Context: an optimization exercise on an open-source flow, tuned for small area, a short achievable clock period and few clock cycles per item. The choices shown serve that exercise and are no tape-out recipe.
The RTL was checked by simulation tests, not by an equivalence proof against the original design.
Power figures rest on the tool's default switching activity, not on a simulated workload.

`flow/config.mk`:
```
export PLATFORM = sky130hd
export DESIGN_NAME = alu_exec_top
export DESIGN_NICKNAME = alu_exec_top
export VERILOG_FILES = /design/flow/design.v
export SDC_FILE = /design/flow/constraint.sdc
export NUM_CORES = 4
export LEC_CHECK = 0
export CAP_MARGIN = 20
export CELL_PAD_IN_SITES_DETAIL_PLACEMENT = 2
export CELL_PAD_IN_SITES_GLOBAL_PLACEMENT = 4
export CORE_MARGIN = 2
export CORE_UTILIZATION = 25
export PLACE_DENSITY = 0.5
export SLEW_MARGIN = 20
```
`flow/constraint.sdc`:
```
create_clock -name core_clock -period 8.0 [get_ports {in_clk}]
set_input_delay 1.6000 -clock core_clock [delete_from_list [all_inputs] [get_ports {in_clk}]]
set_output_delay 1.6000 -clock core_clock [all_outputs]
set_load 0.01 [all_outputs]
```
`flow/design.v`:
```
package alu_pkg;
  localparam int XLEN       = 32;
  localparam int REG_ADDR_W = 5;
  localparam int NUM_REGS   = 32;
  localparam int                    APB_ADDR_W    = 12;
  localparam logic [APB_ADDR_W-1:0] ADDR_INSTR    = 12'h000;
  localparam logic [APB_ADDR_W-1:0] ADDR_REG_BASE = 12'h080;
  localparam logic [6:0] OPC_OP_IMM = 7'b0010011;
  localparam logic [6:0] OPC_OP     = 7'b0110011;
  localparam logic [6:0] OPC_LUI    = 7'b0110111;
  localparam logic [2:0] F3_ADD_SUB = 3'b000;
  localparam logic [2:0] F3_SLL     = 3'b001;
  localparam logic [2:0] F3_SLT     = 3'b010;
  localparam logic [2:0] F3_SLTU    = 3'b011;
  localparam logic [2:0] F3_XOR     = 3'b100;
  localparam logic [2:0] F3_SR      = 3'b101;
  localparam logic [2:0] F3_OR      = 3'b110;
  localparam logic [2:0] F3_AND     = 3'b111;
  localparam logic [6:0] F7_BASE = 7'b0000000;
  localparam logic [6:0] F7_ALT  = 7'b0100000;
  localparam int CTL_W     = 11;
  localparam int CTL_SUB   = 0;    
  localparam int CTL_ADD   = 1;    
  localparam int CTL_SLT   = 2;    
  localparam int CTL_SLTU  = 3;    
  localparam int CTL_XOR   = 4;    
  localparam int CTL_OR    = 5;    
  localparam int CTL_AND   = 6;    
  localparam int CTL_SLL   = 7;    
  localparam int CTL_SRL   = 8;    
  localparam int CTL_SRA   = 9;    
  localparam int CTL_PASSB = 10;   
endpackage
`timescale 1ns/10ps
module alu_regfile (
  input  logic                           in_clk,
  input  logic                           in_rst,
  input  logic [alu_pkg::REG_ADDR_W-1:0] raddr_i,
  input  logic                           we_i,
  input  logic [alu_pkg::REG_ADDR_W-1:0] waddr_i,
  input  logic [alu_pkg::XLEN-1:0]       wdata_i,
  output logic [alu_pkg::XLEN-1:0]       rdata_o
);
  localparam int N = alu_pkg::NUM_REGS;
  localparam int W = alu_pkg::XLEN;
  logic [W-1:0] regs [1:N-1];
  logic [N-1:1] valid;
  logic [N-1:1] wsel;
  logic [N-1:1] rsel;
  for (genvar i = 1; i < N; i++) begin : g_word
    assign wsel[i] = we_i && (waddr_i == i);
    assign rsel[i] = (raddr_i == i) && valid[i];
    always_ff @(posedge in_clk or negedge in_rst) begin
      if (!in_rst) begin
        valid[i] <= 1'b0;
      end else if (wsel[i]) begin
        valid[i] <= 1'b1;
      end
    end
    always_ff @(posedge in_clk) begin
      if (wsel[i]) begin
        regs[i] <= wdata_i;
      end
    end
  end
  always_comb begin
    rdata_o = '0;
    for (int i = 1; i < N; i++) begin
      rdata_o = rdata_o | ({W{rsel[i]}} & regs[i]);
    end
  end
endmodule
`timescale 1ns/10ps
module alu_decoder (
  input  logic [alu_pkg::XLEN-1:0] instr_i,
  output logic [alu_pkg::CTL_W-1:0] ctl_o,
  output logic                     use_imm_o,
  output logic                     lui_o,
  output logic                     illegal_o
);
  logic [6:0] opcode;
  logic [2:0] funct3;
  logic [6:0] funct7;
  assign opcode = instr_i[6:0];
  assign funct3 = instr_i[14:12];
  assign funct7 = instr_i[31:25];
  always_comb begin
    ctl_o     = '0;
    use_imm_o = 1'b0;
    lui_o     = 1'b0;
    illegal_o = 1'b1;
    case (opcode)
      alu_pkg::OPC_LUI: begin
        ctl_o[alu_pkg::CTL_PASSB] = 1'b1;
        use_imm_o   = 1'b1;
        lui_o       = 1'b1;
        illegal_o   = 1'b0;
      end
      alu_pkg::OPC_OP_IMM: begin
        use_imm_o = 1'b1;
        illegal_o = 1'b0;
        case (funct3)
          alu_pkg::F3_ADD_SUB: ctl_o[alu_pkg::CTL_ADD] = 1'b1;
          alu_pkg::F3_SLT:     begin ctl_o[alu_pkg::CTL_SLT]  = 1'b1; ctl_o[alu_pkg::CTL_SUB] = 1'b1; end
          alu_pkg::F3_SLTU:    begin ctl_o[alu_pkg::CTL_SLTU] = 1'b1; ctl_o[alu_pkg::CTL_SUB] = 1'b1; end
          alu_pkg::F3_XOR:     ctl_o[alu_pkg::CTL_XOR] = 1'b1;
          alu_pkg::F3_OR:      ctl_o[alu_pkg::CTL_OR]  = 1'b1;
          alu_pkg::F3_AND:     ctl_o[alu_pkg::CTL_AND] = 1'b1;
          alu_pkg::F3_SLL: begin
            ctl_o[alu_pkg::CTL_SLL] = 1'b1;
            illegal_o = (funct7 != alu_pkg::F7_BASE);
          end
          default: begin
            if (funct7 == alu_pkg::F7_BASE) begin
              ctl_o[alu_pkg::CTL_SRL] = 1'b1;
            end else if (funct7 == alu_pkg::F7_ALT) begin
              ctl_o[alu_pkg::CTL_SRA] = 1'b1;
            end else begin
              illegal_o = 1'b1;
            end
          end
        endcase
      end
      alu_pkg::OPC_OP: begin
        illegal_o = 1'b0;
        case ({funct7, funct3})
          {alu_pkg::F7_BASE, alu_pkg::F3_ADD_SUB}: ctl_o[alu_pkg::CTL_ADD] = 1'b1;
          {alu_pkg::F7_ALT,  alu_pkg::F3_ADD_SUB}: begin ctl_o[alu_pkg::CTL_ADD]  = 1'b1; ctl_o[alu_pkg::CTL_SUB] = 1'b1; end
          {alu_pkg::F7_BASE, alu_pkg::F3_SLL}:     ctl_o[alu_pkg::CTL_SLL] = 1'b1;
          {alu_pkg::F7_BASE, alu_pkg::F3_SLT}:     begin ctl_o[alu_pkg::CTL_SLT]  = 1'b1; ctl_o[alu_pkg::CTL_SUB] = 1'b1; end
          {alu_pkg::F7_BASE, alu_pkg::F3_SLTU}:    begin ctl_o[alu_pkg::CTL_SLTU] = 1'b1; ctl_o[alu_pkg::CTL_SUB] = 1'b1; end
          default:                                 illegal_o = 1'b1;
        endcase
      end
      default: begin
        illegal_o = 1'b1;
      end
    endcase
  end
endmodule
`timescale 1ns/10ps
module alu_execute (
  input  logic [alu_pkg::CTL_W-1:0] ctl_i,
  input  logic [alu_pkg::XLEN-1:0] opa_i,
  input  logic [alu_pkg::XLEN-1:0] opb_i,
  output logic [alu_pkg::XLEN-1:0] result_o
);
  localparam int W = alu_pkg::XLEN;
  logic [W-1:0] b_inv;
  logic [W:0]   sum;
  logic         ltu;
  logic         lts;
  logic [W-1:0] a_rev;
  logic [W-1:0] sh_in;
  logic [W-1:0] sh_out;
  logic [W-1:0] sh_rev;
  logic         fill;
  assign b_inv = opb_i ^ {W{ctl_i[alu_pkg::CTL_SUB]}};
  assign sum   = {1'b0, opa_i} + {1'b0, b_inv} + {{W{1'b0}}, ctl_i[alu_pkg::CTL_SUB]};
  assign ltu   = ~sum[W];
  assign lts   = (opa_i[W-1] ^ opb_i[W-1]) ? opa_i[W-1] : ltu;
  always_comb begin
    for (int i = 0; i < W; i++) a_rev[i] = opa_i[W-1-i];
  end
  assign sh_in  = ctl_i[alu_pkg::CTL_SLL] ? a_rev : opa_i;
  assign fill   = ctl_i[alu_pkg::CTL_SRA] & opa_i[W-1];
  assign sh_out = W'($signed({fill, sh_in}) >>> opb_i[4:0]);
  always_comb begin
    for (int i = 0; i < W; i++) sh_rev[i] = sh_out[W-1-i];
  end
  assign result_o = ({W{ctl_i[alu_pkg::CTL_ADD]}}               & sum[W-1:0])
                  | ({W{ctl_i[alu_pkg::CTL_SLT]}}               & {{(W-1){1'b0}}, lts})
                  | ({W{ctl_i[alu_pkg::CTL_SLTU]}}              & {{(W-1){1'b0}}, ltu})
                  | ({W{ctl_i[alu_pkg::CTL_XOR]}}              & (opa_i ^ opb_i))
                  | ({W{ctl_i[alu_pkg::CTL_OR]}}               & (opa_i | opb_i))
                  | ({W{ctl_i[alu_pkg::CTL_AND]}}              & (opa_i & opb_i))
                  | ({W{ctl_i[alu_pkg::CTL_SLL]}}               & sh_rev)
                  | ({W{ctl_i[alu_pkg::CTL_SRL] | ctl_i[alu_pkg::CTL_SRA]}}   & sh_out)
                  | ({W{ctl_i[alu_pkg::CTL_PASSB]}}             & opb_i);
endmodule
`timescale 1ns/10ps
module alu_apb_slave (
  input  logic                            in_clk,
  input  logic                            in_rst,
  input  logic [alu_pkg::APB_ADDR_W-1:0]  paddr_i,
  input  logic                            psel_i,
  input  logic                            penable_i,
  input  logic                            pwrite_i,
  input  logic [alu_pkg::XLEN-1:0]        pwdata_i,
  input  logic [alu_pkg::CTL_W-1:0]        ctl_i,
  input  logic                            use_imm_i,
  input  logic                            lui_i,
  input  logic                            illegal_i,
  output logic                            pready_o,
  output logic                            pslverr_o,
  output logic                            access_o,
  output logic [alu_pkg::REG_ADDR_W-1:0]  raddr_s_o,
  output logic [alu_pkg::REG_ADDR_W-1:0]  rs2_o,
  output logic [alu_pkg::REG_ADDR_W-1:0]  wreg_o,
  output logic                            bus_we_o,
  output logic                            alu_go_o,
  output logic [alu_pkg::CTL_W-1:0]        ctl_o,
  output logic                            use_imm_o,
  output logic                            lui_o
);
  logic setup;
  logic instr_hit;
  logic reg_hit;
  logic instr_ok;
  logic access_q;
  logic err_q;
  logic buswr_q;
  logic instr_q;
  assign setup = psel_i & ~penable_i;
  assign instr_hit = (paddr_i == alu_pkg::ADDR_INSTR);
  assign reg_hit   = (paddr_i[alu_pkg::APB_ADDR_W-1:7] == 5'b00001) && (paddr_i[1:0] == 2'b00);
  assign instr_ok  = instr_hit & pwrite_i & ~illegal_i;
  assign raddr_s_o = paddr_i[7] ? paddr_i[6:2] : pwdata_i[19:15];
  always_ff @(posedge in_clk or negedge in_rst) begin
    if (!in_rst) begin
      access_q <= 1'b0;
      alu_go_o <= 1'b0;
    end else begin
      access_q <= setup;
      alu_go_o <= access_q & instr_q;
    end
  end
  always_ff @(posedge in_clk) begin
    if (setup) begin
      err_q     <= ~(instr_ok | reg_hit);
      buswr_q   <= reg_hit & pwrite_i;
      instr_q   <= instr_ok & (pwdata_i[11:7] != '0);
      wreg_o    <= paddr_i[7] ? paddr_i[6:2] : pwdata_i[11:7];
      rs2_o     <= pwdata_i[24:20];
      ctl_o     <= ctl_i;
      use_imm_o <= use_imm_i;
      lui_o     <= lui_i;
    end
  end
  assign access_o  = access_q;
  assign pready_o  = access_q;
  assign pslverr_o = err_q;
  assign bus_we_o  = access_q & buswr_q;
endmodule
`timescale 1ns/10ps
module alu_exec_top (
  input  logic                           in_clk,
  input  logic                           in_rst,
  input  logic [alu_pkg::APB_ADDR_W-1:0] paddr_i,
  input  logic                           psel_i,
  input  logic                           penable_i,
  input  logic                           pwrite_i,
  input  logic [alu_pkg::XLEN-1:0]       pwdata_i,
  output logic [alu_pkg::XLEN-1:0]       prdata_o,
  output logic                           pready_o,
  output logic                           pslverr_o
);
  localparam int W = alu_pkg::XLEN;
  logic [alu_pkg::CTL_W-1:0]       dec_ctl;
  logic                           dec_use_imm;
  logic                           dec_lui;
  logic                           dec_illegal;
  logic [alu_pkg::CTL_W-1:0]       ctl;
  logic                           use_imm;
  logic                           lui;
  logic                           access;
  logic [alu_pkg::REG_ADDR_W-1:0] raddr_s;
  logic [alu_pkg::REG_ADDR_W-1:0] rs2;
  logic [alu_pkg::REG_ADDR_W-1:0] wreg;
  logic [alu_pkg::REG_ADDR_W-1:0] raddr;
  logic                           bus_we;
  logic                           alu_go;
  logic [W-1:0]                   rf_rdata;
  logic [W-1:0]                   port;
  logic [W-1:0]                   imm;
  logic [W-1:0]                   opa_q;
  logic [W-1:0]                   opb_q;
  logic [W-1:0]                   result;
  alu_decoder u_decoder (
    .instr_i   (pwdata_i),
    .ctl_o     (dec_ctl),
    .use_imm_o (dec_use_imm),
    .lui_o     (dec_lui),
    .illegal_o (dec_illegal)
  );
  alu_apb_slave u_apb_slave (
    .in_clk    (in_clk),
    .in_rst    (in_rst),
    .paddr_i   (paddr_i),
    .psel_i    (psel_i),
    .penable_i (penable_i),
    .pwrite_i  (pwrite_i),
    .pwdata_i  (pwdata_i),
    .ctl_i     (dec_ctl),
    .use_imm_i (dec_use_imm),
    .lui_i     (dec_lui),
    .illegal_i (dec_illegal),
    .pready_o  (pready_o),
    .pslverr_o (pslverr_o),
    .access_o  (access),
    .raddr_s_o (raddr_s),
    .rs2_o     (rs2),
    .wreg_o    (wreg),
    .bus_we_o  (bus_we),
    .alu_go_o  (alu_go),
    .ctl_o     (ctl),
    .use_imm_o (use_imm),
    .lui_o     (lui)
  );
  assign raddr = access ? rs2 : raddr_s;
  alu_regfile u_regfile (
    .in_clk  (in_clk),
    .in_rst  (in_rst),
    .raddr_i (raddr),
    .we_i    (alu_go | bus_we),
    .waddr_i (wreg),
    .wdata_i (alu_go ? result : pwdata_i),
    .rdata_o (rf_rdata)
  );
  assign port = (alu_go && raddr == wreg) ? result : rf_rdata;
  assign imm = lui ? {pwdata_i[31:12], 12'b0} : {{(W-12){pwdata_i[31]}}, pwdata_i[31:20]};
  always_ff @(posedge in_clk) begin
    if (!access) begin
      opa_q <= port;
    end
    opb_q <= use_imm ? imm : port;
  end
  assign prdata_o = opa_q;
  alu_execute u_execute (
    .ctl_i    (ctl),
    .opa_i    (opa_q),
    .opb_i    (opb_q),
    .result_o (result)
  );
endmodule
```
`flow/run.sh`:
```
#!/bin/bash
# synth_recipe.tcl (not shown) runs the flow's synth.tcl, then flattens the netlist and writes it again
# the make line also repeats each setting of config.mk as NAME=value (left out here)
make -C /OpenROAD-flow-scripts/flow DESIGN_CONFIG=/design/flow/config.mk WORK_HOME=/design/flow/orfs CLKGATE_MAP_FILE= SYNTH_SCRIPT=/design/flow/synth_recipe.tcl finish
```
==> results.txt, run 1 <==
htree depth -> 4
fin crit share -> 0.862
sequential area share after synthesis -> 0.679
Post-Syn Instances -> 3409
critical path launch point type -> input port
drt first pass iters -> 7
maximum VDD drop -> 0.000192 V
DRT iter0 DRCs -> 3002
post-synthesis cell type count -> 86
switching pwr -> 4.87 mW
layout cells sized above 1 -> 0.164
Seq pwr share -> 0.435
largest net degree at the start of global routing -> 42
TritonCTS buffer count -> 134
Int Pwr -> 11.0 mW
Buf+Inv Stages, Crit Path -> 3
top cell type by total area after synthesis -> edfxtp_1
Synth area leaders -> edfxtp_1, a22oi_1, and3_1, ha_1, dfrtp_1
Max Fclk -> 0.145 GHz
Setup crit end kind -> flip-flop
Comb pwr share -> 0.190
setup repair bufs after CTS -> 0
RSZ-0062 raised after global routing -> false
MaxCap Viol Count -> 0
Hold Path Class -> flip-flop to flip-flop
hold buffer count at cts -> 0
Commonest cells post-synth -> edfxtp_1, and3_1, nand2_1, a22oi_1, nor2_1
post-route ant nets -> 0
ys flop type -> edfxtp_1
slowest stage delay, CP -> 0.99 ns
via count -> 34329
cell class contributing the biggest share of worst-path delay -> simple AND/OR/NAND/NOR gates
total track usage -> 0.259
Synth warnings -> 6
grt ovf -> 0
Post-Syn Area -> 48600 um^2
Reg2Reg Depth -> 12
setup_tns -> 0 ns
flops & latches, synth -> 1114
Setup Viol. Count Final -> 0
final hold vios -> 0
first-pass GRT wire length -> 345000 um
vias in the first global route -> 35958
Synth async-reset ratio -> 0.0296
post_cts resized -> 0
Worst Hold Depth -> 1
Final Critical Period -> 6.89 ns
Crit path required time -> 8.50 ns
final slew viol count -> 0
Pwr Density -> 275 nW/um^2
clk slew on worst S/H paths -> 0.06 ns
CTS sink cnt -> 1114
critical path's slowest cell -> clkdlybuf4s50_1
final WL -> 259000 um
Hold EP -> u_regfile.valid[1]
clock root buffer -> clkbuf_16
Setup Crit Path Kind -> input port to flip-flop
worst-margin pin slew -> 1.13 ns
share of the synthesized area in the top cell type -> 0.649
maximum clock path buffer count -> 3
Ports -> 83
reg2reg setup slack -> 2.51 ns
hold_sp -> u_regfile.valid[1]
hpwl dp -> 165000 um
CP max FO -> 41
most numerous cell in the Yosys netlist -> edfxtp_1
Clk network pwr share -> 0.375
FILL cells -> 19883
vias per cell -> 5.53
Initial Utilization -> 0.252
IO Port Bufs -> 82
Leakage -> 19.9 nW
CP Cell Sequence -> clkdlybuf4s50_1 -> mux2i_1 -> o21a_1 -> nor3_2 -> buf_4 -> and3_1 -> a2111oi_0 -> nand3_1 -> or4_1 -> nor3b_1 -> buf_4 -> mux2i_1
hold_ws -> 0.460 ns
placed inst area -> 53400 um^2
Die Width -> 445 um
Rows -> 161
R2R Path End -> u_regfile.regs[13][27]
area grow syn2layout -> 18.5%
fin area -> 57600 um^2
Syn Area/Cell -> 14.2 um^2
final net count -> 3732
Remaining DRCs -> 0
wire per inst -> 41.6 um
Final Skew -> 0.0401 ns
syn_nets -> 3554
Core Region -> 193000 um^2
DIE AREA -> 198000 um^2
switching part of the total -> 0.307
r2r startpoint -> u_apb_slave.ctl_o[0]
status -> finished clean
worst skew pair latency -> 0.79 ns
crit path DAT -> 7.40 ns
EDFF count, synth -> 1049
Finished Core Util -> 0.299
GPL Wtd Cong -> 0.826
Slew headroom -> 0.225
CTS tree -> done
initial antenna violation count -> 19
die height -> 445 um
-- logic make-up (layout without fill, tap and decap cells) --
logic type | Yosys count | count (layout) | synth area share
other | 0 | 5 | 0
AO/OA/AOI/OAI | 815 | 815 | 0.127
buffers and inverters | 310 | 583 | 0.0282
adder cells (fa/ha/maj) | 96 | 96 | 0.0249
multiplexers | 121 | 121 | 0.0356
XOR/XNOR | 51 | 51 | 0.00920
AND/OR/NAND/NOR | 902 | 902 | 0.0966
flip-flops | 1114 | 1114 | 0.679
-- power groups by stage --
stage | clock network, mW | logic [mW] | registers (mW)
final | 5.94 | 3.01 | 6.90
after global routing | 6.28 | 3.20 | 6.92
after CTS | 6.09 | 3.03 | 6.90
after detailed placement | 0 | 3.02 | 7.02
after global placement | 0 | 2.96 | 7.02
after floorplan | 0 | 1.50 | 6.88
-- area by class of cell --
class	instances	area [um^2]	area share
inverter	87	327	0.00567
sequential	1114	33000	0.573
clock inverter	60	561	0.00974
multi-input combinational	1985	14700	0.256
tap	2526	3160	0.0549
antenna	5	12.5	0.000217
timing repair buffer	265	2220	0.0387
clock buffer	171	3580	0.0622
-- worst reg2reg max path, delay by kind of cell (launching register included) --
| family | cells | cell delay, ns |
|---|---|---|
| AO/OA/AOI/OAI | 6 | 2.75 |
| AND/OR/NAND/NOR | 3 | 0.60 |
| flip-flops | 1 | 0.53 |
| buffers and inverters | 1 | 0.53 |
| adder cells (fa/ha/maj) | 1 | 0.45 |
| XOR/XNOR | 1 | 0.23 |
-- registers in the layout, summed over array words and instances (netlist names) --
| signal | count |
|---|---|
| u_apb_slave.access_q | 1 |
| opb_q | 32 |
| u_apb_slave.alu_go_o | 1 |
| u_apb_slave.wreg_o | 5 |
| u_apb_slave.use_imm_o | 1 |
| u_apb_slave.instr_q | 1 |
| u_apb_slave.rs2_o | 5 |
| u_regfile.valid | 31 |
| u_apb_slave.buswr_q | 1 |
| u_apb_slave.ctl_o | 11 |
| opa_q | 32 |
| u_apb_slave.err_q | 1 |
| u_regfile.regs | 992 |
-- placed cells by master, fill, tap and decap left out, drive strengths merged, types with 81 or more instances in the layout --
master | Yosys | final
nor2 | 132 | 132
inv | 86 | 92
a22oi | 201 | 201
ha | 95 | 95
clkbuf | 127 | 171
nand3 | 93 | 93
edfxtp | 1049 | 1049
buf | 96 | 184
a221oi | 87 | 87
nand2 | 208 | 208
and3 | 217 | 217
o21ai | 81 | 81
a21oi | 127 | 127
clkdlybuf4s50 | 0 | 81
-- worst max-delay path by stage --
| stage | start | endpoint | slack, ns | cells after the start |
|---|---|---|---|---|
| after floorplan | opb_q[2] | u_regfile.regs[10][29] | 3.23 | 13 |
| after global placement | paddr_i[7] | opa_q[12] | 0.39 | 11 |
| after detailed placement | paddr_i[7] | opa_q[22] | 0.41 | 12 |
| after CTS | paddr_i[7] | opa_q[22] | 1.27 | 12 |
| after global routing | paddr_i[7] | opa_q[22] | 1.02 | 12 |
| final | paddr_i[7] | opa_q[22] | 1.11 | 12 |
-- routing by layer --
| metal | track usage | vias to the layer above | wire length (um) |
|---|---|---|---|
| met5 | 0 | - | 13 |
| li1 | - | 14008 | - |
| met3 | 0.0264 | 241 | 8650 |
| met2 | 0.463 | 946 | 133000 |
| met1 | 0.331 | 19132 | 111000 |
| met4 | 0.0676 | 2 | 6690 |
-- per-stage QoR --
stage	setup slack (ns)	std cells	power (mW)
after CTS	1.27	6208	16.0
after detailed placement	0.410	5977	10.0
after global routing	1.02	6208	16.4
after floorplan	3.23	3409	8.38
after global placement	0.388	5975	9.98
final	1.11	6213	15.9
Testbench counts, summed over its fixed seeds: cycles 49,008, transfers 24,504.
==> run 2, diff against run 1 <==
==> flow/config.mk (replaced) <==
export PLATFORM = sky130hd
export DESIGN_NAME = alu_exec_top
export DESIGN_NICKNAME = alu_exec_top
export VERILOG_FILES = /design/flow/design.v
export SDC_FILE = /design/flow/constraint.sdc
export NUM_CORES = 4
export LEC_CHECK = 0
export CAP_MARGIN = 20
export CELL_PAD_IN_SITES_DETAIL_PLACEMENT = 1
export CELL_PAD_IN_SITES_GLOBAL_PLACEMENT = 2
export CORE_MARGIN = 2
export CORE_UTILIZATION = 40
export PLACE_DENSITY = 0.6
export SETUP_SLACK_MARGIN = 4
export SLEW_MARGIN = 20
==> run 2 against run 1 <==
- still clean
- die area is 37% lower
- clock skew up 0.065 ns
- sequential power down 0.7%
- first-iteration DRC count is 72% higher
- clock power fell by 9.9%
- register-to-register slack improved by 1.5 ns
- design area is 3.2% higher
- combinational power up 15%
- worst hold slack better by 0.018 ns
- critical path type unchanged
- largest cell class unchanged
==> results.txt, run 2 <==
pre-CTS WS -> 0.886 ns
Crit path required time -> 8.47 ns
Syn Area/Cell -> 14.2 um^2
layout cells sized above 1 -> 0.237
hpwl dp -> 140000 um
flops & latches, synth -> 1114
IO Port Bufs -> 82
DRT iter0 DRCs -> 5151
MaxCap Viol Count -> 0
largest register by flop count -> u_regfile.regs
hold_ws -> 0.477 ns
met3 Track Usage GR -> 0.0772
placed inst area -> 52200 um^2
commonest non-fill, non-tap cell in the layout -> edfxtp_1
fin area -> 59400 um^2
maximum VDD drop -> 0.000216 V
leading registers by flop count -> u_regfile.regs x992, opa_q x32, opb_q x32
EDFF count, synth -> 1049
Max Fclk -> 0.247 GHz
first-pass GRT wire length -> 314000 um
area grow syn2layout -> 22.3%
grt met2 use -> 0.580
Setup crit end kind -> flip-flop
worst-margin pin slew -> 1.25 ns
sequential area share after synthesis -> 0.679
Remaining DRCs -> 0
Final Power -> 15.7 mW
global-route layer with the greatest usage -> met2
initial antenna violation count -> 13
Synth async-reset ratio -> 0.0296
max reg flops -> 992
Setup Viol. Count Final -> 0
share of the synthesized area in the top cell type -> 0.649
status -> finished clean
Hold Path Class -> flip-flop to flip-flop
worst skew pair latency -> 0.80 ns
RSZ-0062 raised after global routing -> true
Rows -> 127
maximum clock path buffer count -> 3
post-route ant nets -> 0
Initial Utilization -> 0.404
final slew viol count -> 0
largest net degree at the start of global routing -> 48
most numerous cell in the Yosys netlist -> edfxtp_1
syn_nets -> 3554
Final Skew -> 0.106 ns
clk slew on worst S/H paths -> 0.06 ns
critical path launch point type -> input port
crit path DAT -> 4.52 ns
final setup margin -> 3.95 ns
GPL Wtd Cong -> 0.940
Die Width -> 352 um
Slew headroom -> 0.164
Core Region -> 120000 um^2
Synth area leaders -> edfxtp_1, a22oi_1, and3_1, ha_1, dfrtp_1
FILL cells -> 11694
wire per inst -> 44.0 um
htree depth -> 3
Leakage -> 21.0 nW
hold buffer count at cts -> 0
Pwr Density -> 264 nW/um^2
vias per cell -> 6.74
CTS tree -> done
TritonCTS buffer count -> 116
final net count -> 3843
fin crit share -> 0.506
Setup Crit Path Kind -> input port to flip-flop
Synth warnings -> 6
Post-Syn Area -> 48600 um^2
top cell type by total area after synthesis -> edfxtp_1
post-synthesis cell type count -> 86
grt ovf -> 0
DIE AREA -> 124000 um^2
Final Critical Period -> 4.05 ns
via count -> 36524
total track usage -> 0.370
vias in the first global route -> 35374
Ports -> 83
Post-Syn Instances -> 3409
die height -> 352 um
CP max FO -> 7
setup_tns -> 0 ns
Commonest cells post-synth -> edfxtp_1, and3_1, nand2_1, a22oi_1, nor2_1
met1 Track Usage GR -> 0.496
drt first pass iters -> 6
ys flop type -> edfxtp_1
final WL -> 238000 um
clock root buffer -> clkbuf_16
CTS sink cnt -> 1114
most frequent cells in the layout -> edfxtp_1, nand2_1, buf_4
final hold vios -> 0
==> run 2: cell counts after synthesis <==
Identical to the previous run, type by type.
==> run 2: timing repair <==
item | in CTS | in global routing
gates cloned | 17 | 10
setup endpoints to repair | 1056 | 881
setup buffers | 83 | 48
gates resized for setup | 315 | 131
pin swaps | 75 | 55
==> run 2: final cells by class <==
| type | count | area [um^2] | area share |
|---|---|---|---|
| flip-flops and latches | 1114 | 33000 | 0.555 |
| diodes | 7 | 17.5 | 0.000295 |
| clock buffers | 143 | 3060 | 0.0516 |
| multi-input cells | 2003 | 16400 | 0.276 |
| well taps | 1612 | 2020 | 0.0340 |
| clock inverters | 75 | 673 | 0.0113 |
| repair buffers | 376 | 3920 | 0.0660 |
| inverters | 87 | 328 | 0.00552 |
==> run 2: cell families after synthesis <==
kind of cell	share of synthesized area
compound gates	0.127
xor+xnor	0.00920
fa+ha+maj	0.0249
buf+inv	0.0282
flops	0.679
mux	0.0356
simple gates	0.0966
==> run 2: stage by stage <==
step           utilization  instances
6_report             0.494       5417
5_1_grt              0.494       5411
4_1_cts              0.484       5352
3_5_place_dp         0.435       5034
3_3_place_gp         0.434       5030
2_1_floorplan            -       3409
==> run 2: path summary, 6_finish.rpt <==
| path | from | end | slack (ns) | cells after the start |
|---|---|---|---|---|
| max | paddr_i[7] | opa_q[23] | 3.95 | 10 |
| min | u_regfile.valid[12] | u_regfile.valid[12] | 0.48 | 1 |
| max reg2reg | opa_q[1] | u_regfile.regs[19][3] | 4.04 | 8 |
| min reg2reg | u_regfile.valid[12] | u_regfile.valid[12] | 0.48 | 1 |
| max in group asynchronous | in_rst | u_apb_slave.alu_go_o | 6.40 | 1 |
| min in group asynchronous | in_rst | u_regfile.valid[17] | 0.96 | 1 |
==> run 2: layer usage <==
layer	wire (um)	up-vias	part of all wire
li1	-	14275	-
met4	13300	10	0.056
met3	24300	511	0.10
met5	67	-	0.00028
met1	92200	19400	0.39
met2	108000	2328	0.45
==> run 2: where the power goes <==
| part | switching [mW] | total (mW) | internal (mW) |
|---|---|---|---|
| Sequential | 0.220 | 6.85 | 6.63 |
| Combinational | 2.27 | 3.46 | 1.19 |
| Clock | 2.42 | 5.35 | 2.93 |
==> run 2: critical path, stage by stage <==
cell and delay [ns]:
buf_16 0.13, mux2_4 0.32, o21ai_4 0.30, nor3_4 0.12
buf_12 0.16, and2_4 0.17, a222oi_1 0.71, nand2_1 0.25
or3_4 0.44, mux2_2 0.29
==> run 3, diff against run 2 <==
--- a/flow/config.mk
+++ b/flow/config.mk
@@ -11,5 +11,5 @@
 export CORE_MARGIN = 2
 export CORE_UTILIZATION = 40
 export PLACE_DENSITY = 0.6
-export SETUP_SLACK_MARGIN = 4
+export SETUP_SLACK_MARGIN = 5
 export SLEW_MARGIN = 20
==> run 3 against run 2 <==
- clock-buffer cell count down 2
- largest power group unchanged
- register-to-register slack better by 0.06 ns
- critical path depth up 2
- via count up 12%
==> results.txt, run 3 <==
Commonest cells post-synth -> edfxtp_1, and3_1, nand2_1, a22oi_1, nor2_1
CP Cell Sequence -> buf_16 -> mux2i_4 -> o21ai_4 -> buf_6 -> nor3_4 -> buf_12 -> and2_4 -> a222oi_1 -> nand3_1 -> or3_4 -> nor2_4 -> a21oi_2
clk slew on worst S/H paths -> 0.06 ns
Final Power -> 17.9 mW
post-route ant nets -> 0
critical path launch point type -> input port
GPL Wtd Cong -> 0.963
RSZ-0062 raised after global routing -> true
Slew headroom -> 0.0987
area grow syn2layout -> 43.7%
Setup Viol. Count Final -> 0
Max Fclk -> 0.246 GHz
TritonCTS buffer count -> 115
share of the synthesized area in the top cell type -> 0.649
Rows -> 127
drt first pass iters -> 6
CTS tree -> done
Synth area leaders -> edfxtp_1, a22oi_1, and3_1, ha_1, dfrtp_1
DR top layer -> met5
critical path's slowest cell -> a222oi_1
post-synthesis cell type count -> 86
slowest stage delay, CP -> 0.77 ns
wire per inst -> 46.0 um
Syn Area/Cell -> 14.2 um^2
worst skew pair latency -> 0.78 ns
largest register by flop count -> u_regfile.regs
EDFF count, synth -> 1049
leading registers by flop count -> u_regfile.regs x992, opa_q x32, opb_q x32
Final Skew -> 0.0835 ns
top cell type by total area after synthesis -> edfxtp_1
first-pass GRT wire length -> 358000 um
Hold Path Class -> flip-flop to flip-flop
final WL -> 274000 um
via count -> 41060
commonest non-fill, non-tap cell in the layout -> edfxtp_1
maximum VDD drop -> 0.000231 V
hold buffer count at cts -> 0
largest net degree at the start of global routing -> 70
Core Region -> 120000 um^2
maximum clock path buffer count -> 3
status -> finished clean
most numerous cell in the Yosys netlist -> edfxtp_1
total track usage -> 0.425
Ports -> 83
setup_tns -> 0 ns
met2 WL -> 120000 um
fin crit share -> 0.507
DIE AREA -> 124000 um^2
hold_sp -> u_apb_slave.instr_q
final hold vios -> 0
max reg flops -> 992
WL met3 -> 34500 um
IO Port Bufs -> 82
Post-Syn Area -> 48600 um^2
sequential area share after synthesis -> 0.679
Crit path required time -> 8.44 ns
Synth async-reset ratio -> 0.0296
CP max FO -> 5
clock root buffer -> clkbuf_16
flops & latches, synth -> 1114
DRT iter0 DRCs -> 6753
CP Launch Point -> paddr_i[7]
layout cells sized above 1 -> 0.410
die height -> 352 um
r2r startpoint -> u_apb_slave.ctl_o[0]
final slew viol count -> 0
Die Width -> 352 um
most frequent cells in the layout -> edfxtp_1, buf_4, buf_6
crit path DAT -> 4.50 ns
ys flop type -> edfxtp_1
Post-Syn Instances -> 3409
Final Critical Period -> 4.06 ns
htree depth -> 3
worst-margin pin slew -> 1.35 ns
syn_nets -> 3554
final net count -> 4374
Synth warnings -> 6
Setup crit end kind -> flip-flop
initial antenna violation count -> 26
CTS sink cnt -> 1114
Setup Crit Path Kind -> input port to flip-flop
vias per cell -> 6.89
grt ovf -> 0
M1 WL -> 97900 um
Pwr Density -> 256 nW/um^2
MaxCap Viol Count -> 0
hpwl dp -> 139000 um
Leakage -> 25.4 nW
Initial Utilization -> 0.404
vias in the first global route -> 39794
Remaining DRCs -> 0
[run 3: cell counts after synthesis]
No cell type changed its count.
[run 3: cell families after synthesis]
| group | after synthesis | share of synthesized area |
|---|---|---|
| DFF | 1114 | 0.679 |
| and+or+nand+nor | 902 | 0.0966 |
| AOI/OAI and AO/OA | 815 | 0.127 |
| buffers and inverters | 310 | 0.0282 |
| muxes | 121 | 0.0356 |
| adders and majority gates | 96 | 0.0249 |
| xor gates and xnor gates | 51 | 0.00920 |
[run 3: cell type report]
class,instances,area (um^2)
Inverter,87,337
Tap cell,1612,2020
Fill cell,11091,50300
Sequential cell,1114,33000
Clock inverter,79,846
Antenna cell,12,30.0
Multi-Input combinational cell,2055,20200
Timing Repair Buffer,856,10400
Clock buffer,141,3000
[run 3: where the power goes]
group	total [mW]	switching (mW)	internal [mW]
Sequential	6.77	0.147	6.63
Clock	5.56	2.45	3.10
Combinational	5.53	3.21	2.31
[run 3: routing by layer]
metal,vias up,global-route usage
li1,15501,-
met1,21409,0.545
met2,3207,0.646
met3,925,0.112
met4,18,0.261
met5,-,0.00308
[run 3: worst max-delay path, delay by kind of cell]
kind	cells	cell delay (ns)
muxes	1	0.19
AOI/OAI and AO/OA	3	1.10
and+or+nand+nor	5	1.16
buffers and inverters	3	0.42
[run 3: stage by stage]
stage / hold WS [ns] / util / setup WS [ns] / std cells / cell area (um^2)
after global placement: 0.443 / 0.437 / 0.305 / 4993 / 52500
final: 0.468 / 0.581 / 3.94 / 5956 / 69800
after CTS: 0.466 / 0.552 / 4.03 / 5785 / 66300
after global routing: 0.480 / 0.581 / 3.99 / 5949 / 69800
after floorplan: 0.430 / - / 3.94 / 3409 / 50100
after detailed placement: 0.447 / 0.437 / 1.23 / 4994 / 52500
[run 3: path summary, 6_finish.rpt]
check                           slack, ns  depth (start not counted)                      to
min in group asynchronous            0.94                          1     u_regfile.valid[28]
max in group asynchronous            6.44                          1    u_apb_slave.alu_go_o
worst max-delay path                 3.94                         12               opa_q[12]
worst max register to register       4.10                         16  u_regfile.regs[27][24]
worst min register to register       0.47                          1    u_apb_slave.alu_go_o
worst min-delay path                 0.47                          1    u_apb_slave.alu_go_o
[run 3: timing repair]
item	in CTS	in global routing
gates resized for setup	963	356
setup endpoints to repair	1164	1652
pin swaps	272	204
gates cloned	95	17
buffers inserted	476	141
==> run 4, diff against run 3 <==
--- a/flow/config.mk
+++ b/flow/config.mk
@@ -10,6 +10,7 @@
 export CELL_PAD_IN_SITES_GLOBAL_PLACEMENT = 2
 export CORE_MARGIN = 2
 export CORE_UTILIZATION = 40
+export CTS_BUF_LIST = sky130_fd_sc_hd__clkbuf_8
 export PLACE_DENSITY = 0.6
-export SETUP_SLACK_MARGIN = 5
+export SETUP_SLACK_MARGIN = 4
 export SLEW_MARGIN = 20
==> run 4 against run 3 <==
- still clean
- synthesized area stayed put
- sequential cell count stayed put
- register-to-register slack worse by 0.07 ns
- non-clock buffer count is 519 lower
- clock power is 13% lower
==> results.txt, run 4 <==
area grow syn2layout -> 20.2%
Post-Syn Instances -> 3409
maximum clock path buffer count -> 3
GPL Wtd Cong -> 0.940
vias in the first global route -> 35908
Max Fclk -> 0.246 GHz
Synth area leaders -> edfxtp_1, a22oi_1, and3_1, ha_1, dfrtp_1
fin crit share -> 0.508
IO Port Bufs -> 82
initial antenna violation count -> 12
Syn Area/Cell -> 14.2 um^2
clock root buffer -> clkbuf_8
worst skew pair latency -> 0.93 ns
Post-Layout Cell Count -> 5483
RSZ-0062 raised after global routing -> true
Final Skew -> 0.0675 ns
Ports -> 83
Initial Utilization -> 0.404
final setup margin -> 3.93 ns
maximum VDD drop -> 0.000214 V
FILL cells -> 11875
max reg flops -> 992
largest net degree at the start of global routing -> 48
CP Cell Sequence -> buf_8 -> mux2i_4 -> o21ai_2 -> and3_1 -> and3_1 -> a2111oi_4 -> and3_1 -> nand4_1 -> o31a_1 -> a21o_1
Slew headroom -> 0.127
commonest non-fill, non-tap cell in the layout -> edfxtp_1
status -> finished clean
first-pass GRT wire length -> 311000 um
Final Critical Period -> 4.07 ns
ys flop type -> edfxtp_1
final slew viol count -> 0
DP Cell Count -> 5034
Core Region -> 120000 um^2
flops & latches, synth -> 1114
Pwr Density -> 259 nW/um^2
slowest stage delay, CP -> 0.54 ns
syn_nets -> 3554
Crit path required time -> 8.81 ns
MaxCap Viol Count -> 0
Hold Path Class -> flip-flop to flip-flop
CTS sink cnt -> 1114
hold_sp -> u_regfile.valid[20]
Synth warnings -> 6
DRT iter0 DRCs -> 5039
TritonCTS buffer count -> 184
post-route ant nets -> 0
Setup crit end kind -> flip-flop
vias per cell -> 6.66
largest register by flop count -> u_regfile.regs
post-synthesis cell type count -> 86
final WL -> 235000 um
multi-input logic area -> 16200 um^2
Setup Crit Path Kind -> input port to flip-flop
Post-Syn Area -> 48600 um^2
Commonest cells post-synth -> edfxtp_1, and3_1, nand2_1, a22oi_1, nor2_1
Final Power -> 15.1 mW
most frequent cells in the layout -> edfxtp_1, nand2_1, and3_1
total track usage -> 0.366
CP max FO -> 11
htree depth -> 4
Remaining DRCs -> 0
Synth async-reset ratio -> 0.0296
via count -> 36524
FF/Latch Area -> 33000 um^2
hpwl dp -> 140000 um
top cell type by total area after synthesis -> edfxtp_1
wire per inst -> 42.9 um
critical path launch point type -> input port
Die Width -> 352 um
leading registers by flop count -> u_regfile.regs x992, opa_q x32, opb_q x32
setup_tns -> 0 ns
final hold vios -> 0
die height -> 352 um
CP Launch Point -> paddr_i[7]
CTS tree -> done
drt first pass iters -> 10
final net count -> 3870
Leakage -> 20.7 nW
Setup Viol. Count Final -> 0
sequential area share after synthesis -> 0.679
Finished Core Util -> 0.486
pre-CTS WS -> 0.886 ns
r2r startpoint -> u_apb_slave.ctl_o[0]
grt ovf -> 0
most used cell along the critical path -> and3_1
share of the synthesized area in the top cell type -> 0.649
layout cells sized above 1 -> 0.231
most numerous cell in the Yosys netlist -> edfxtp_1
clk slew on worst S/H paths -> 0.06 ns
DIE AREA -> 124000 um^2
critical path's slowest cell -> o31a_1
Rows -> 127
EDFF count, synth -> 1049
worst-margin pin slew -> 1.30 ns
crit path DAT -> 4.88 ns
==> run 4: cell counts after synthesis <==
No cell type changed its count.
==> run 4: final timing paths <==
| check | depth (start not counted) | slack [ns] | to |
|---|---|---|---|
| worst max-delay path | 10 | 3.93 | opb_q[7] |
| worst min-delay path | 1 | 0.46 | u_regfile.valid[20] |
| worst max register to register | 14 | 4.03 | u_regfile.regs[22][24] |
| worst min register to register | 1 | 0.46 | u_regfile.valid[20] |
| max in group asynchronous | 1 | 6.57 | u_apb_slave.alu_go_o |
| min in group asynchronous | 1 | 0.79 | u_regfile.valid[24] |
==> run 4: logic make-up after synthesis <==
kind of cell,count (synthesis),synth area share
multiplexers,121,0.0356
buffers and inverters,310,0.0282
adder cells (fa/ha/maj),96,0.0249
AND/OR/NAND/NOR,902,0.0966
flip-flops,1114,0.679
XOR/XNOR,51,0.00920
AO/OA/AOI/OAI,815,0.127
==> run 4: metal layers <==
layer	global-route usage	routed length, um	vias up
met3	0.0879	23700	507
met1	0.481	91500	19360
met2	0.576	108000	2304
met4	0.168	12300	6
met5	0.00115	34	-
li1	-	-	14347
==> run 4: worst max-delay path: cells and delay by family <==
family / cells / cell delay (ns)
AO/OA/AOI/OAI: 4 / 1.34
buffers and inverters: 1 / 0.17
multiplexers: 1 / 0.35
AND/OR/NAND/NOR: 4 / 1.40
==> run 4: layout make-up <==
type | count | share of cell area
flip-flops and latches | 1114 | 0.565
multi-input cells | 2001 | 0.277
repair buffers | 337 | 0.0592
clock buffers | 195 | 0.0460
well taps | 1612 | 0.0345
clock inverters | 126 | 0.0122
inverters | 87 | 0.00566
diodes | 11 | 0.000472
==> run 4: per-stage QoR <==
stage	area, um^2	hold slack [ns]
final	58400	0.464
after detailed placement	52200	0.447
after CTS	57400	0.459
after global routing	58400	0.479
after global placement	52100	0.443
after floorplan	48900	0.430
==> run 4: where the power goes <==
group	internal (mW)	switching (mW)
Combinational	1.19	2.30
Sequential	6.63	0.173
Clock	2.39	2.43
==> run 4: repair_timing <==
| item | CTS | global route |
|---|---|---|
| gates resized for setup | 222 | 140 |
| setup endpoints to repair | 1064 | 859 |
| hold buffers | 0 | 0 |
| pin swaps | 52 | 42 |
| cloned | 11 | 12 |
| buffers inserted | 73 | 21 |
==> run 5, diff against run 4 <==
--- a/flow/config.mk
+++ b/flow/config.mk
@@ -11,6 +11,9 @@
 export CORE_MARGIN = 2
 export CORE_UTILIZATION = 40
 export CTS_BUF_LIST = sky130_fd_sc_hd__clkbuf_8
+export CTS_CLUSTER_DIAMETER = 50
+export CTS_CLUSTER_SIZE = 16
 export PLACE_DENSITY = 0.6
-export SETUP_SLACK_MARGIN = 4
+export SETUP_SLACK_MARGIN = 5
 export SLEW_MARGIN = 20
+export TNS_END_PERCENT = 5
==> run 5 against run 4 <==
- still clean
- sequential share of layout area shrank 3.6 points
- global-route usage is 1.8 points higher
- register-to-register slack better by 0.04 ns
- critical path type unchanged
- largest cell class unchanged
- largest power group unchanged
==> results.txt, run 5 <==
DRT iter0 DRCs -> 5897
Rows -> 127
Syn Area/Cell -> 14.2 um^2
Die Width -> 352 um
syn_nets -> 3554
Setup Viol. Count Final -> 0
fin crit share -> 0.500
Remaining DRCs -> 0
Pwr Density -> 243 nW/um^2
top cell type by total area after synthesis -> edfxtp_1
largest register by flop count -> u_regfile.regs
maximum clock path buffer count -> 3
CP max FO -> 5
hpwl dp -> 143000 um
R2R Path End -> u_regfile.regs[29][9]
critical path launch point type -> input port
area grow syn2layout -> 28.3%
ys flop type -> edfxtp_1
final hold vios -> 0
Setup crit end kind -> flip-flop
drt first pass iters -> 6
sequential area share after synthesis -> 0.679
most frequent cells in the layout -> edfxtp_1, buf_4, nand2_1
layout cells sized above 1 -> 0.322
Final Critical Period -> 4.00 ns
maximum VDD drop -> 0.000150 V
Post-Syn Instances -> 3409
Critical path destination -> opb_q[15]
die height -> 352 um
commonest non-fill, non-tap cell in the layout -> edfxtp_1
final net count -> 4073
crit path DAT -> 4.65 ns
RSZ-0062 raised after global routing -> true
worst-margin pin slew -> 1.22 ns
CTS sink cnt -> 1114
Commonest cells post-synth -> edfxtp_1, and3_1, nand2_1, a22oi_1, nor2_1
r2r startpoint -> opa_q[13]
largest net degree at the start of global routing -> 41
Hold Path Class -> flip-flop to flip-flop
max reg flops -> 992
hold buffer count at cts -> 0
clock root buffer -> clkbuf_8
vias in the first global route -> 36815
Setup Crit Path Kind -> input port to flip-flop
Synth area leaders -> edfxtp_1, a22oi_1, and3_1, ha_1, dfrtp_1
grt ovf -> 0
leading registers by flop count -> u_regfile.regs x992, opa_q x32, opb_q x32
post-route ant nets -> 0
Final Power -> 15.2 mW
setup_tns -> 0 ns
Max Fclk -> 0.250 GHz
via count -> 38069
first-pass GRT wire length -> 326000 um
Crit path required time -> 8.65 ns
Initial Utilization -> 0.404
MaxCap Viol Count -> 0
share of the synthesized area in the top cell type -> 0.649
status -> finished clean
Reg2Reg Depth -> 7
post-synthesis cell type count -> 86
Core Region -> 120000 um^2
CTS tree -> done
Finished Core Util -> 0.519
Ports -> 83
htree depth -> 3
clk slew on worst S/H paths -> 0.08 ns
CP Launch Point -> paddr_i[7]
worst skew pair latency -> 0.90 ns
Leakage -> 22.3 nW
IO Port Bufs -> 82
Synth warnings -> 6
final slew viol count -> 0
GPL Wtd Cong -> 0.962
most numerous cell in the Yosys netlist -> edfxtp_1
EDFF count, synth -> 1049
final WL -> 248000 um
TritonCTS buffer count -> 114
initial antenna violation count -> 17
flops & latches, synth -> 1114
DIE AREA -> 124000 um^2
reg2reg setup slack -> 4.07 ns
wire per inst -> 43.9 um
total track usage -> 0.384
Post-Syn Area -> 48600 um^2
vias per cell -> 6.75
Slew headroom -> 0.185
Synth async-reset ratio -> 0.0296
Final Skew -> 0.121 ns
[run 5: changes by cell type in the layout (fill, tap and decap cells not counted), sizes merged, moves of 2 or more]
cell           before  now
diode              11    5
bufinv              4   16
clkinvlp            1   10
clkbuf            205  126
clkinv             69   43
clkdlybuf4s15       2    0
inv               139  117
buf               253  517
and2               41   44
clkdlybuf4s18       2    0
bufbuf              0    5
a21oi             135  137
[run 5: layout make-up]
cell class | instances | area, um^2
inverter | 87 | 330
sequential | 1114 | 33000
antenna | 5 | 12.5
clock inverter | 99 | 1120
tap | 1612 | 2020
multi-input combinational | 2007 | 17500
timing repair buffer | 604 | 6800
clock buffer | 114 | 1570
fill | 11620 | 57800
[run 5: critical path, cell delays in order]
cell and delay [ns]:
buf_16 0.11, mux2i_4 0.27, o21ai_4 0.08, buf_6 0.13, buf_6 0.11, and3_4 0.22
and2_4 0.18, buf_12 0.14, buf_16 0.14, a222oi_1 0.62, nand4_1 0.16, or3_4 0.43
mux2_4 0.30, a2bb2oi_2 0.13
[run 5: metal layers]
layer / part of all wire / global-route usage / vias to the layer above
met3: 0.099 / 0.0660 / 619
met5: 0.00011 / 0 / -
li1: - / - / 14734
met1: 0.38 / 0.512 / 20031
met4: 0.066 / 0.202 / 4
met2: 0.45 / 0.604 / 2681
[run 5: worst min path at each step]
| stage | endpoint | cells past startpoint | slack, ns | from |
|---|---|---|---|---|
| finish | u_regfile.valid[18] | 1 | 0.47 | u_regfile.valid[18] |
| floorplan | u_regfile.valid[10] | 1 | 0.43 | u_regfile.valid[10] |
| global placement | u_regfile.valid[31] | 1 | 0.45 | u_regfile.valid[31] |
| CTS | u_regfile.valid[18] | 1 | 0.47 | u_regfile.valid[18] |
| detailed placement | u_regfile.valid[18] | 1 | 0.45 | u_regfile.valid[18] |
| global route | u_regfile.valid[18] | 1 | 0.48 | u_regfile.valid[18] |
[run 5: cell families (layout without fill, tap and decap cells)]
| group | Yosys count | count (layout) | synth area share |
|---|---|---|---|
| buffers and inverters | 310 | 904 | 0.0282 |
| DFF | 1114 | 1114 | 0.679 |
| and+or+nand+nor | 902 | 910 | 0.0966 |
| other | 0 | 5 | 0 |
| xor gates and xnor gates | 51 | 51 | 0.00920 |
| muxes | 121 | 124 | 0.0356 |
| adders and majority gates | 96 | 96 | 0.0249 |
| AOI/OAI and AO/OA | 815 | 826 | 0.127 |
[run 5: power breakdown]
| group | switching [mW] | internal (mW) |
|---|---|---|
| Clock | 2.35 | 1.96 |
| Sequential | 0.155 | 6.62 |
| Combinational | 2.52 | 1.55 |
[run 5: repair_timing]
item	in CTS	in global routing
setup endpoints to repair	1272	1358
buffers inserted	279	49
pin swaps	202	47
gates cloned	31	16
gates resized for setup	618	166
[run 5: per-stage QoR]
step | instance area (um^2) | hold WS, ns | cells | worst slack (ns)
2_1_floorplan | 49100 | 0.430 | 3409 | 3.94
3_3_place_gp | 52300 | 0.447 | 5046 | 0.582
3_5_place_dp | 52300 | 0.450 | 5049 | 0.825
4_1_cts | 60600 | 0.468 | 5572 | 4.08
5_1_grt | 62300 | 0.481 | 5639 | 4.05
6_report | 62300 | 0.467 | 5642 | 4.00
==> run 6, diff against run 5 <==
--- a/flow/config.mk
+++ b/flow/config.mk
@@ -14,6 +14,6 @@
 export CTS_CLUSTER_DIAMETER = 50
 export CTS_CLUSTER_SIZE = 16
 export PLACE_DENSITY = 0.6
-export SETUP_SLACK_MARGIN = 5
+export SETUP_SLACK_MARGIN = 4.5
 export SLEW_MARGIN = 20
-export TNS_END_PERCENT = 5
+export TNS_END_PERCENT = 10
==> run 6 against run 5 <==
- sequential power rose by 0.6%
- utilization fell by 0.99 points
- critical path depth fell by 1
- clock power fell by 3%
- clock skew rose by 0.0015 ns
- sequential cell count did not move
- critical path type unchanged
- maximum frequency rose by 0.17%
- critical endpoint is now opa_q[6]
- largest power group unchanged
- routed wire length fell by 0.87%
==> results.txt, run 6 <==
status -> finished clean
GPL Wtd Cong -> 0.971
Synth async-reset ratio -> 0.0296
share of the synthesized area in the top cell type -> 0.649
grt met2 use -> 0.602
via count -> 37477
Synth warnings -> 6
Clk network pwr share -> 0.283
CTS sink cnt -> 1114
post-route ant nets -> 0
worst skew pair latency -> 0.89 ns
Remaining DRCs -> 0
r2r startpoint -> opb_q[0]
total track usage -> 0.386
Post-Syn Instances -> 3409
commonest non-fill, non-tap cell in the layout -> edfxtp_1
clk slew on worst S/H paths -> 0.09 ns
Seq pwr share -> 0.459
maximum VDD drop -> 0.000150 V
most frequent cells in the layout -> edfxtp_1, buf_4, nand2_1
Die Width -> 352 um
ys flop type -> edfxtp_1
Syn Area/Cell -> 14.2 um^2
vias per cell -> 6.72
Synth area leaders -> edfxtp_1, a22oi_1, and3_1, ha_1, dfrtp_1
RSZ-0062 raised after global routing -> true
layout cells sized above 1 -> 0.296
Finished Core Util -> 0.509
Int Pwr -> 9.89 mW
CTS tree -> done
setup_tns -> 0 ns
Final Power -> 14.8 mW
switching pwr -> 4.95 mW
grt ovf -> 0
TritonCTS buffer count -> 109
maximum clock path buffer count -> 3
met3 Track Usage GR -> 0.0776
Setup Viol. Count Final -> 0
syn_nets -> 3554
final slew viol count -> 0
fin area -> 61100 um^2
EDFF count, synth -> 1049
max reg flops -> 992
post-synthesis cell type count -> 86
FILL cells -> 11695
Core Region -> 120000 um^2
switching part of the total -> 0.333
wire per inst -> 44.1 um
final hold vios -> 0
first-pass GRT wire length -> 328000 um
placed inst area -> 52200 um^2
Max Fclk -> 0.250 GHz
top cell type by total area after synthesis -> edfxtp_1
final net count -> 4008
sequential area share after synthesis -> 0.679
Post-Syn Area -> 48600 um^2
IO Port Bufs -> 82
Initial Utilization -> 0.404
CP Launch Point -> paddr_i[7]
flops & latches, synth -> 1114
area grow syn2layout -> 25.9%
Slew headroom -> 0.221
DIE AREA -> 124000 um^2
leading registers by flop count -> u_regfile.regs x992, opa_q x32, opb_q x32
crit path DAT -> 4.59 ns
DRT iter0 DRCs -> 5808
global-route layer with the greatest usage -> met2
largest register by flop count -> u_regfile.regs
Pwr Density -> 243 nW/um^2
initial antenna violation count -> 13
Final Skew -> 0.122 ns
fin crit share -> 0.499
vias in the first global route -> 36851
Crit path required time -> 8.60 ns
hpwl dp -> 145000 um
MaxCap Viol Count -> 0
Commonest cells post-synth -> edfxtp_1, and3_1, nand2_1, a22oi_1, nor2_1
htree depth -> 3
worst-margin pin slew -> 1.17 ns
critical path launch point type -> input port
Final Critical Period -> 4.00 ns
Comb pwr share -> 0.258
drt first pass iters -> 6
CP max FO -> 19
clock root buffer -> clkbuf_8
met1 Track Usage GR -> 0.519
Rows -> 127
Ports -> 83
Setup Crit Path Kind -> input port to flip-flop
die height -> 352 um
hold_sp -> u_regfile.valid[24]
most numerous cell in the Yosys netlist -> edfxtp_1
final WL -> 246000 um
Leakage -> 21.7 nW
Setup crit end kind -> flip-flop
Hold Path Class -> flip-flop to flip-flop
largest net degree at the start of global routing -> 47
[run 6: power groups by stage]
stage	clock, mW	combinational, mW	sequential [mW]
after floorplan	0	1.53	6.88
after global placement	0	2.80	7.00
after detailed placement	0	2.85	7.00
after CTS	4.20	3.54	6.80
after global routing	4.40	3.97	6.82
final	4.20	3.84	6.81
[run 6: metrics by stage]
stage,setup WS [ns],hold WS [ns],instances
2_1_floorplan,3.94,0.430,3409
3_3_place_gp,0.358,0.442,5036
3_5_place_dp,0.989,0.445,5041
4_1_cts,4.07,0.466,5512
5_1_grt,3.97,0.474,5567
6_report,4.00,0.476,5574
[run 6: final timing paths]
| kind | to | cells past startpoint | slack (ns) |
|---|---|---|---|
| min in group asynchronous | u_regfile.valid[31] | 1 | 0.84 |
| hold / removal | u_regfile.valid[24] | 1 | 0.48 |
| hold reg to reg | u_regfile.valid[24] | 1 | 0.48 |
| max in group asynchronous | u_apb_slave.alu_go_o | 1 | 6.45 |
| setup / recovery | opa_q[6] | 13 | 4.00 |
| setup reg to reg | u_regfile.regs[7][18] | 11 | 4.11 |
[run 6: cell families after synthesis]
logic type	Yosys count	share of synthesized area
flops	1114	0.679
simple gates	902	0.0966
compound gates	815	0.127
buf+inv	310	0.0282
mux	121	0.0356
fa+ha+maj	96	0.0249
xor+xnor	51	0.00920
[run 6: critical path, cell delays in order]
cell	delay, ns
buf_16	0.13
mux2_4	0.23
o21ai_4	0.09
buf_4	0.17
buf_4	0.13
and3_2	0.32
and2_4	0.24
buf_6	0.20
a22o_1	0.26
a221oi_1	0.23
nand4_1	0.35
nor4bb_4	0.49
a21oi_1	0.12
[run 6: timing repair]
action / 4_1_cts / 5_1_grt
setup endpoints to repair: 1088 / 1080
cloned: 33 / 6
buffers inserted: 237 / 47
pin swaps: 163 / 42
gates resized for setup: 570 / 101
hold buffers: 0 / 0
[run 6: area by class of cell]
| class | count | area (um^2) | share of cell area |
|---|---|---|---|
| repair buffers | 548 | 6050 | 0.0990 |
| well taps | 1612 | 2020 | 0.0330 |
| diodes | 9 | 22.5 | 0.000368 |
| clock buffers | 109 | 1500 | 0.0245 |
| inverters | 87 | 328 | 0.00536 |
| multi-input cells | 2003 | 17100 | 0.280 |
| flip-flops and latches | 1114 | 33000 | 0.540 |
| clock inverters | 92 | 1080 | 0.0177 |
[run 6: metal layers]
| layer | vias up | part of all wire |
|---|---|---|
| li1 | 14594 | - |
| met1 | 19753 | 0.39 |
| met2 | 2581 | 0.45 |
| met3 | 547 | 0.10 |
| met4 | 2 | 0.058 |
| met5 | - | 0.000053 |
==> run 7, diff against run 6 <==
--- a/flow/config.mk
+++ b/flow/config.mk
@@ -14,6 +14,5 @@
 export CTS_CLUSTER_DIAMETER = 50
 export CTS_CLUSTER_SIZE = 16
 export PLACE_DENSITY = 0.6
-export SETUP_SLACK_MARGIN = 4.5
+export SETUP_SLACK_MARGIN = 4
 export SLEW_MARGIN = 20
-export TNS_END_PERCENT = 10
==> run 7 against run 6 <==
- routed wire length is 4.8% lower
- via count is 4.2% lower
- clock-buffer cell count is 4 higher
- design area is 6.2% lower
- register-to-register slack worse by 0.04 ns
- worst setup slack worse by 0.060 ns
- critical path type unchanged
- clock power is 3% lower
- sequential cell count stayed put
- clock skew is 0.020 ns lower
- total power is 3.7% lower
- non-clock buffer count is 204 lower
- worst hold slack worse by 0.0029 ns
==> results.txt, run 7 <==
post-route ant nets -> 0
Max Fclk -> 0.247 GHz
Die Width -> 352 um
Leakage -> 20.1 nW
IO Port Bufs -> 82
htree depth -> 3
CP Cell Sequence -> buf_12 -> mux2i_4 -> o21ai_4 -> nor3_4 -> buf_4 -> and2_4 -> a2111oi_2 -> and3_1 -> nand4_1 -> o31a_1 -> a21o_1
EDFF count, synth -> 1049
largest net degree at the start of global routing -> 48
critical path launch point type -> input port
syn_nets -> 3554
flops & latches, synth -> 1114
worst skew pair latency -> 0.90 ns
share of the synthesized area in the top cell type -> 0.649
CTS tree -> done
max reg flops -> 992
ys flop type -> edfxtp_1
CTS sink cnt -> 1114
die height -> 352 um
cell class contributing the biggest share of worst-path delay -> compound AO/OA/AOI/OAI gates
most numerous cell in the Yosys netlist -> edfxtp_1
Buf+Inv Stages, Crit Path -> 2
Crit path required time -> 8.79 ns
RSZ-0062 raised after global routing -> true
wire per inst -> 43.5 um
status -> finished clean
hpwl dp -> 140000 um
Ports -> 83
layout cells sized above 1 -> 0.229
DRT iter0 DRCs -> 5006
grt ovf -> 0
Hold Path Class -> flip-flop to flip-flop
Slew headroom -> 0.238
Synth async-reset ratio -> 0.0296
TritonCTS buffer count -> 113
Setup crit end kind -> flip-flop
Core Region -> 120000 um^2
maximum clock path buffer count -> 3
GPL Wtd Cong -> 0.940
Setup Crit Path Kind -> input port to flip-flop
final WL -> 234000 um
Final Critical Period -> 4.05 ns
most frequent cells in the layout -> edfxtp_1, nand2_1, a22oi_1
commonest non-fill, non-tap cell in the layout -> edfxtp_1
critical path's slowest cell -> o31a_1
Initial Utilization -> 0.404
maximum VDD drop -> 0.000182 V
worst-margin pin slew -> 1.14 ns
Final Skew -> 0.102 ns
MaxCap Viol Count -> 0
Synth warnings -> 6
slowest stage delay, CP -> 0.54 ns
area grow syn2layout -> 18.0%
FILL cells -> 11897
placed inst area -> 52200 um^2
initial antenna violation count -> 19
total track usage -> 0.364
Post-Syn Area -> 48600 um^2
crit path DAT -> 4.85 ns
final net count -> 3809
CP max FO -> 28
sequential area share after synthesis -> 0.679
DIE AREA -> 124000 um^2
Rows -> 127
leading registers by flop count -> u_regfile.regs x992, opa_q x32, opb_q x32
hold buffer count at cts -> 0
hold_sp -> u_regfile.valid[23]
post-synthesis cell type count -> 86
first-pass GRT wire length -> 309000 um
Synth area leaders -> edfxtp_1, a22oi_1, and3_1, ha_1, dfrtp_1
Commonest cells post-synth -> edfxtp_1, and3_1, nand2_1, a22oi_1, nor2_1
clk slew on worst S/H paths -> 0.09 ns
Setup Viol. Count Final -> 0
final hold vios -> 0
vias in the first global route -> 35091
vias per cell -> 6.68
r2r startpoint -> u_apb_slave.ctl_o[0]
Pwr Density -> 249 nW/um^2
setup_tns -> 0 ns
largest register by flop count -> u_regfile.regs
via count -> 35921
fin crit share -> 0.507
drt first pass iters -> 6
CP Launch Point -> paddr_i[7]
clock root buffer -> clkbuf_8
top cell type by total area after synthesis -> edfxtp_1
Post-Syn Instances -> 3409
Syn Area/Cell -> 14.2 um^2
fin area -> 57300 um^2
Remaining DRCs -> 0
final slew viol count -> 0
## run 7: cells by family after synthesis
| family | after synthesis | synth area share |
|---|---|---|
| buffers and inverters | 310 | 0.0282 |
| DFF | 1114 | 0.679 |
| xor gates and xnor gates | 51 | 0.00920 |
| and+or+nand+nor | 902 | 0.0966 |
| AOI/OAI and AO/OA | 815 | 0.127 |
| adders and majority gates | 96 | 0.0249 |
| muxes | 121 | 0.0356 |
## run 7: timing repair
action                     4_1_cts  5_1_grt
gates cloned                    15        7
setup buffers                   61       44
setup endpoints to repair     1060      895
gates resized for setup        247       93
pin swaps                       53       40
## run 7: area by class of cell
type,instances,area [um^2],share of cell area
Multi-Input combinational cell,2004,16100,0.281
Tap cell,1612,2020,0.0352
Antenna cell,7,17.5,0.000306
Clock inverter,98,976,0.0170
Timing Repair Buffer,344,3340,0.0584
Sequential cell,1114,33000,0.575
Clock buffer,113,1560,0.0271
Inverter,87,330,0.00576
## run 7: final timing paths
check	end	slack, ns	cells after the start
max reg2reg	u_regfile.regs[4][31]	4.07	17
max in group asynchronous	u_apb_slave.alu_go_o	6.52	1
max	opb_q[7]	3.95	11
min in group asynchronous	u_regfile.valid[25]	0.81	1
min reg2reg	u_regfile.valid[23]	0.47	1
min	u_regfile.valid[23]	0.47	1
## run 7: layer usage
layer	share of wire	vias to the layer above	track usage
met4	0.054	16	0.161
met5	0.00046	-	0
met1	0.40	19127	0.490
met2	0.46	2114	0.576
li1	-	14181	-
met3	0.092	483	0.0666
## run 7: worst register-to-register path, stage by stage, from the launching register on
cell and delay (ns):
edfxtp_1 0.35, buf_6 0.17, buf_8 0.27, xor2_2 0.35, ha_4 0.28, a21oi_1 0.19
o21ai_1 0.16, a221o_1 0.42, inv_1 0.16, a2111oi_4 0.09, buf_4 0.17, nor2_2 0.22
mux2i_4 0.29, buf_4 0.15, nor2_4 0.03, buf_4 0.20, a21oi_4 0.18, buf_12 0.17
## run 7: stage by stage
stage | hold WS, ns | total power, mW | worst slack [ns] | utilization | instances
after global routing | 0.493 | 14.7 | 3.95 | 0.477 | 5374
final | 0.473 | 14.3 | 3.95 | 0.477 | 5379
after global placement | 0.443 | 9.78 | 1.03 | 0.434 | 5030
after floorplan | 0.430 | 8.41 | 3.94 | - | 3409
after detailed placement | 0.447 | 9.84 | 0.886 | 0.435 | 5034
after CTS | 0.468 | 14.1 | 3.92 | 0.470 | 5321
## run 7: report_power, final
part	internal, mW	switching [mW]
clock network	1.71	2.37
registers	6.62	0.199
logic	1.16	2.23

what the ideal ports hide:
The results above use ideal ports. As a check the final layouts listed here were re-extracted and re-timed, cells and wires unchanged.
Step 1 assumes that a clkbuf_16 drives the clock port and a buf_2 every other input.
Step 2 moves the port delays by t, midway between the first and last clock arrival at a register: inputs arrive t later, outputs are due t later. That takes back most of the time a late clock gives input paths.
Slacks: ideal / step 1 / step 2; pairs: ideal / step 1.
run | shift t [ns] | setup slack, ns | worst data-port slew with drivers (ns)
run 1 | 0.860 | 1.106 / 1.171 / 0.311 | 0.10
run 2 | 0.833 | 3.951 / 3.837 / 3.004 | 0.20
run 3 | 0.813 | 3.942 / 3.897 / 3.084 | 0.19
run 4 | 0.972 | 3.933 / 3.939 / 2.967 | 0.06
run 5 | 0.922 | 3.998 / 3.894 / 2.972 | 0.19
run 6 | 0.893 | 4.005 / 3.902 / 3.009 | 0.21
run 7 | 0.927 | 3.945 / 3.935 / 3.008 | 0.08
After both steps setup and hold are still met in every run listed. The setup slack of run 5, which loses most, moves by -0.104 ns with the drivers and by -1.026 ns with both steps.
